Context: an optimization exercise on an open-source flow, tuned for small area and a short achievable clock period. The choices shown serve that exercise and are no tape-out recipe. RTL that was checked went through simulation tests only; none was proved equivalent to the original. Power and IR drop assume default switching activity.

==> flow/design.v <==
package systolic_pkg;
    localparam int ARRAY_SIZE = 4;
    localparam int OPERAND_W  = 8;
    localparam int PRODUCT_W  = 16;
    localparam int DIGIT_W = 5;
    localparam logic [15:0] ACC_INIT = 16'h0AC0;
    localparam int DONE_AT = 16;    
endpackage
`timescale 1ns/1ps
module booth_recoder (
    input  logic       clk,
    input  logic       act,
    input  logic       hi,
    input  logic [7:0] b,
    output logic [4:0] dl,    
    output logic [4:0] dh     
);
    function automatic logic [4:0] encode(input logic [2:0] g, input logic en);
        logic one, two, neg;
        one = g[1] ^ g[0];
        two = (g[2] & ~g[1] & ~g[0]) | (~g[2] & g[1] & g[0]);
        neg = g[2];
        encode = en ? {~neg, one | two, neg, two, one} : 5'b0;
    endfunction
    logic [2:0] gl, gh;
    assign gh = hi ? b[7:5] : b[3:1];
    assign gl = hi ? b[5:3] : {b[1:0], 1'b0};
    always_ff @(posedge clk) begin
        dl <= encode(gl, act);
        dh <= encode(gh, act);
    end
endmodule
`timescale 1ns/1ps
module booth_multiplier (
    input  logic [7:0] a,
    input  logic [4:0] d,     
    output logic [8:0] row
);
    logic [8:0] a2;
    assign a2 = {a, 1'b0};
    for (genvar k = 0; k < 8; k++) begin : g_bit
        assign row[k] = ((d[0] & a[k]) | (d[1] & a2[k])) ^ d[2];
    end
    assign row[8] = (d[3] & a[7]) ^ d[4];
endmodule
`timescale 1ns/1ps
module mac_cell (
    input  logic        clk,
    input  logic        keep,
    input  logic        shift,
    input  logic        init,
    input  logic [7:0]  a,
    input  logic [4:0]  dl,
    input  logic [4:0]  dh,
    output logic [15:0] acc
);
    localparam logic [15:0] K = systolic_pkg::ACC_INIT;
    logic [8:0]  rl, rh;
    logic [15:0] f, s, c, sum;
    logic [19:0] acc_sh;
    logic [11:0] cy;       
    logic [3:0]  cs;       
    logic [3:0]  cin;
    logic [16:0] rip;
    logic [3:0]  cout;
    booth_multiplier u_rl (.a(a), .d(dl), .row(rl));
    booth_multiplier u_rh (.a(a), .d(dh), .row(rh));
    assign acc_sh = {acc, 4'b0};
    for (genvar k = 0; k < 16; k++) begin : g_fb
        assign f[k] = (keep & acc[k]) | (shift & acc_sh[k]) | (init & K[k]);
    end
    assign cin[0] = dl[2];
    assign cin[1] = keep & cs[1];
    assign cin[2] = (keep & cs[2]) | (shift & cs[1]);
    assign cin[3] = (keep & cs[3]) | (shift & cs[2]);
    assign s[1:0] = f[1:0];
    assign c[1:0] = rl[1:0];
    assign c[2]   = dh[2];
    assign cy[2:0] = '0;
    for (genvar k = 2; k <= 8; k++) begin : g_csa
        assign s[k]    = f[k] ^ rl[k] ^ rh[k-2];
        assign cy[k+1] = (f[k] & rl[k]) | (f[k] & rh[k-2]) | (rl[k] & rh[k-2]);
    end
    assign c[8:3] = cy[8:3];
    assign s[9]   = f[9] ^ rh[7];
    assign cy[10] = f[9] & rh[7];
    assign s[10]  = f[10] ^ rh[8];
    assign cy[11] = f[10] & rh[8];
    assign c[11:9] = cy[11:9];
    assign c[15:12] = '0;
    assign s[15:11] = f[15:11];
    for (genvar b = 0; b < 4; b++) begin : g_cpa
        logic [3:0] p, g;
        logic [4:0] cc;
        assign p = s[4*b +: 4] ^ c[4*b +: 4];
        assign g = s[4*b +: 4] & c[4*b +: 4];
        assign cc[0] = cin[b];
        assign cc[1] = g[0] | (p[0] & cin[b]);
        assign cc[2] = g[1] | (p[1] & g[0]) | (p[1] & p[0] & cin[b]);
        assign cc[3] = g[2] | (p[2] & g[1]) | (p[2] & p[1] & g[0]) | (p[2] & p[1] & p[0] & cin[b]);
        assign cc[4] = g[3] | (p[3] & g[2]) | (p[3] & p[2] & g[1]) | (p[3] & p[2] & p[1] & g[0])
                     | (p[3] & p[2] & p[1] & p[0] & cin[b]);
        assign sum[4*b +: 4] = p ^ cc[3:0];
        assign rip[4*b+4] = cc[4];
    end
    assign rip[0] = 1'b0;
    assign cout = {rip[12], rip[8], rip[4], 1'b0};
    always_ff @(posedge clk) begin
        acc <= sum;
        cs  <= cout;
    end
endmodule
`timescale 1ns/1ps
module array_ctrl (
    input  logic       clk,
    input  logic       rst,
    output logic [3:0] load,       
    output logic       act_next,   
    output logic       hi_next,    
    output logic       keep,       
    output logic       shift,      
    output logic       init,       
    output logic       done
);
    logic [4:0] count;
    always_ff @(posedge clk or negedge rst) begin
        if (!rst) begin
            count <= '0;
            done  <= 1'b0;
        end else begin
            if (count != systolic_pkg::DONE_AT) count <= count + 1'b1;
            if (count == systolic_pkg::DONE_AT) done <= 1'b1;
        end
    end
    for (genvar n = 0; n < 4; n++) begin : g_load
        assign load[n] = (count <= n + 4);
    end
    assign act_next = (count >= 4) && (count <= 11);
    assign hi_next  = (count <= 7);
    always_ff @(posedge clk) begin
        init  <= (count == 4);
        shift <= (count == 8);
        keep  <= (count != 4) && (count != 8);
    end
endmodule
`timescale 1ns/1ps
module systolic_array (
    input  logic           clk,
    input  logic           rst,
    input  logic [31:0]    a_lanes,
    input  logic [31:0]    b_lanes,
    output logic [255:0]   c,
    output logic           done
);
    localparam int N = systolic_pkg::ARRAY_SIZE;
    logic [3:0]  load;
    logic        act_next, hi_next, keep, shift, init;
    logic [7:0]  ra [N][4];
    logic [3:0]  rb_lo [N][4];
    logic [3:0]  rb_hi [N][3];
    logic [7:0]  a_tap [N];
    logic [4:0]  dl [N];
    logic [4:0]  dh [N];
    array_ctrl u_ctrl (
        .clk      (clk),
        .rst      (rst),
        .load     (load),
        .act_next (act_next),
        .hi_next  (hi_next),
        .keep     (keep),
        .shift    (shift),
        .init     (init),
        .done     (done)
    );
    for (genvar n = 0; n < N; n++) begin : g_lane
        always_ff @(posedge clk) begin
            ra[n][0] <= load[n] ? a_lanes[8*n +: 8] : ra[n][3];
            for (int k = 1; k < 4; k++) ra[n][k] <= ra[n][k-1];
        end
        assign a_tap[n] = ra[n][3-n];
        logic [3:0] lo_in;
        logic [7:0] b_rd;
        assign lo_in = load[n] ? b_lanes[8*n +: 4] : rb_lo[n][3];
        always_ff @(posedge clk) begin
            rb_lo[n][0] <= lo_in;
            for (int k = 1; k < 4; k++) rb_lo[n][k] <= rb_lo[n][k-1];
        end
        if (n == 3) begin : g_rd_in
            assign b_rd = {b_lanes[8*n+4 +: 4], lo_in};
        end else begin : g_rd_ring
            always_ff @(posedge clk) begin
                rb_hi[n][0] <= b_lanes[8*n+4 +: 4];
                for (int k = 1; k <= 2 - n; k++) rb_hi[n][k] <= rb_hi[n][k-1];
            end
            assign b_rd = {rb_hi[n][2-n], rb_lo[n][2-n]};
        end
        booth_recoder u_rec (
            .clk (clk),
            .act (act_next),
            .hi  (hi_next),
            .b   (b_rd),
            .dl  (dl[n]),
            .dh  (dh[n])
        );
    end
    for (genvar i = 0; i < N; i++) begin : g_row
        for (genvar j = 0; j < N; j++) begin : g_col
            mac_cell u_cell (
                .clk   (clk),
                .keep  (keep),
                .shift (shift),
                .init  (init),
                .a     (a_tap[i]),
                .dl    (dl[j]),
                .dh    (dh[j]),
                .acc   (c[16*(4*i+j) +: 16])
            );
        end
    end
endmodule
Settings: LEC_CHECK=0, CAP_MARGIN=20, CORE_MARGIN=2, CORE_UTILIZATION=40, SETUP_SLACK_MARGIN=3.0, SLEW_MARGIN=20; clock period 5.5 ns.
standard.sh (not shown) runs the stock make flow with config.mk's settings and CLKGATE_MAP_FILE= SYNTH_SCRIPT=/design/flow/synth_recipe.tcl, a recipe that flattens the netlist after the stock synthesis.
==> flow/flow/run.sh <==
#!/bin/bash
# The standard layout (standard.sh, unchanged synthesis and steps), except
# that the port buffers are plain buffers instead of the delay buffers
# buffer_ports picks by default. make's full output goes to standard_make.log.
set -euo pipefail
export BUFFER_PORTS_ARGS="-buffer_cell sky130_fd_sc_hd__buf_1"
bash standard.sh > standard_make.log 2>&1
Rerun with:
--- a/flow/design.v
+++ b/flow/design.v
@@ -90,18 +90,7 @@
     assign c[15:12] = '0;
     assign s[15:11] = f[15:11];
     for (genvar b = 0; b < 4; b++) begin : g_cpa
-        logic [3:0] p, g;
-        logic [4:0] cc;
-        assign p = s[4*b +: 4] ^ c[4*b +: 4];
-        assign g = s[4*b +: 4] & c[4*b +: 4];
-        assign cc[0] = cin[b];
-        assign cc[1] = g[0] | (p[0] & cin[b]);
-        assign cc[2] = g[1] | (p[1] & g[0]) | (p[1] & p[0] & cin[b]);
-        assign cc[3] = g[2] | (p[2] & g[1]) | (p[2] & p[1] & g[0]) | (p[2] & p[1] & p[0] & cin[b]);
-        assign cc[4] = g[3] | (p[3] & g[2]) | (p[3] & p[2] & g[1]) | (p[3] & p[2] & p[1] & g[0])
-                     | (p[3] & p[2] & p[1] & p[0] & cin[b]);
-        assign sum[4*b +: 4] = p ^ cc[3:0];
-        assign rip[4*b+4] = cc[4];
+        assign {rip[4*b+4], sum[4*b +: 4]} = {1'b0, s[4*b +: 4]} + {1'b0, c[4*b +: 4]} + {4'b0, cin[b]};
     end
     assign rip[0] = 1'b0;
     assign cout = {rip[12], rip[8], rip[4], 1'b0};
Result: Routed wire length goes up by a few percent. Final cell count goes up slightly. Combinational power goes down by roughly a tenth. Clock skew goes down by 0.012 ns. Final area goes up by a few percent. Non-clock buffer count goes up by 104. Worst hold slack barely changes. Setup slack degrades by 0.075 ns.
No functional check of the RTL was part of the second run of this note.

[re-timing with driven ports]
No port has a modelled driver above. Below, the same layouts with a new extraction and two added sets of constraints.
Step 1 assumes that a clkbuf_16 drives the clock port and a buf_2 every other input.
Step 2 also shifts input and output timing later by t, the mid clock arrival at the registers, as if the neighbouring blocks saw the same clock.
Three values: no drivers, after step 1, after step 2; two values: the first two.
| run | t (ns) | setup slack, ns | worst hold slack (ns) | worst register clock-pin slew, ns | worst data-port slew with drivers (ns) |
|---|---|---|---|---|---|
| the first run | 0.677 | 2.962 / 2.947 / 2.962 | 0.320 / 0.320 / 0.320 | 0.06 / 0.06 | 0.08 |
| the second run | 0.680 | 2.886 / 2.886 / 2.886 | 0.321 / 0.321 / 0.321 | 0.07 / 0.07 | 0.07 |
After both steps setup and hold are still met in every run listed.
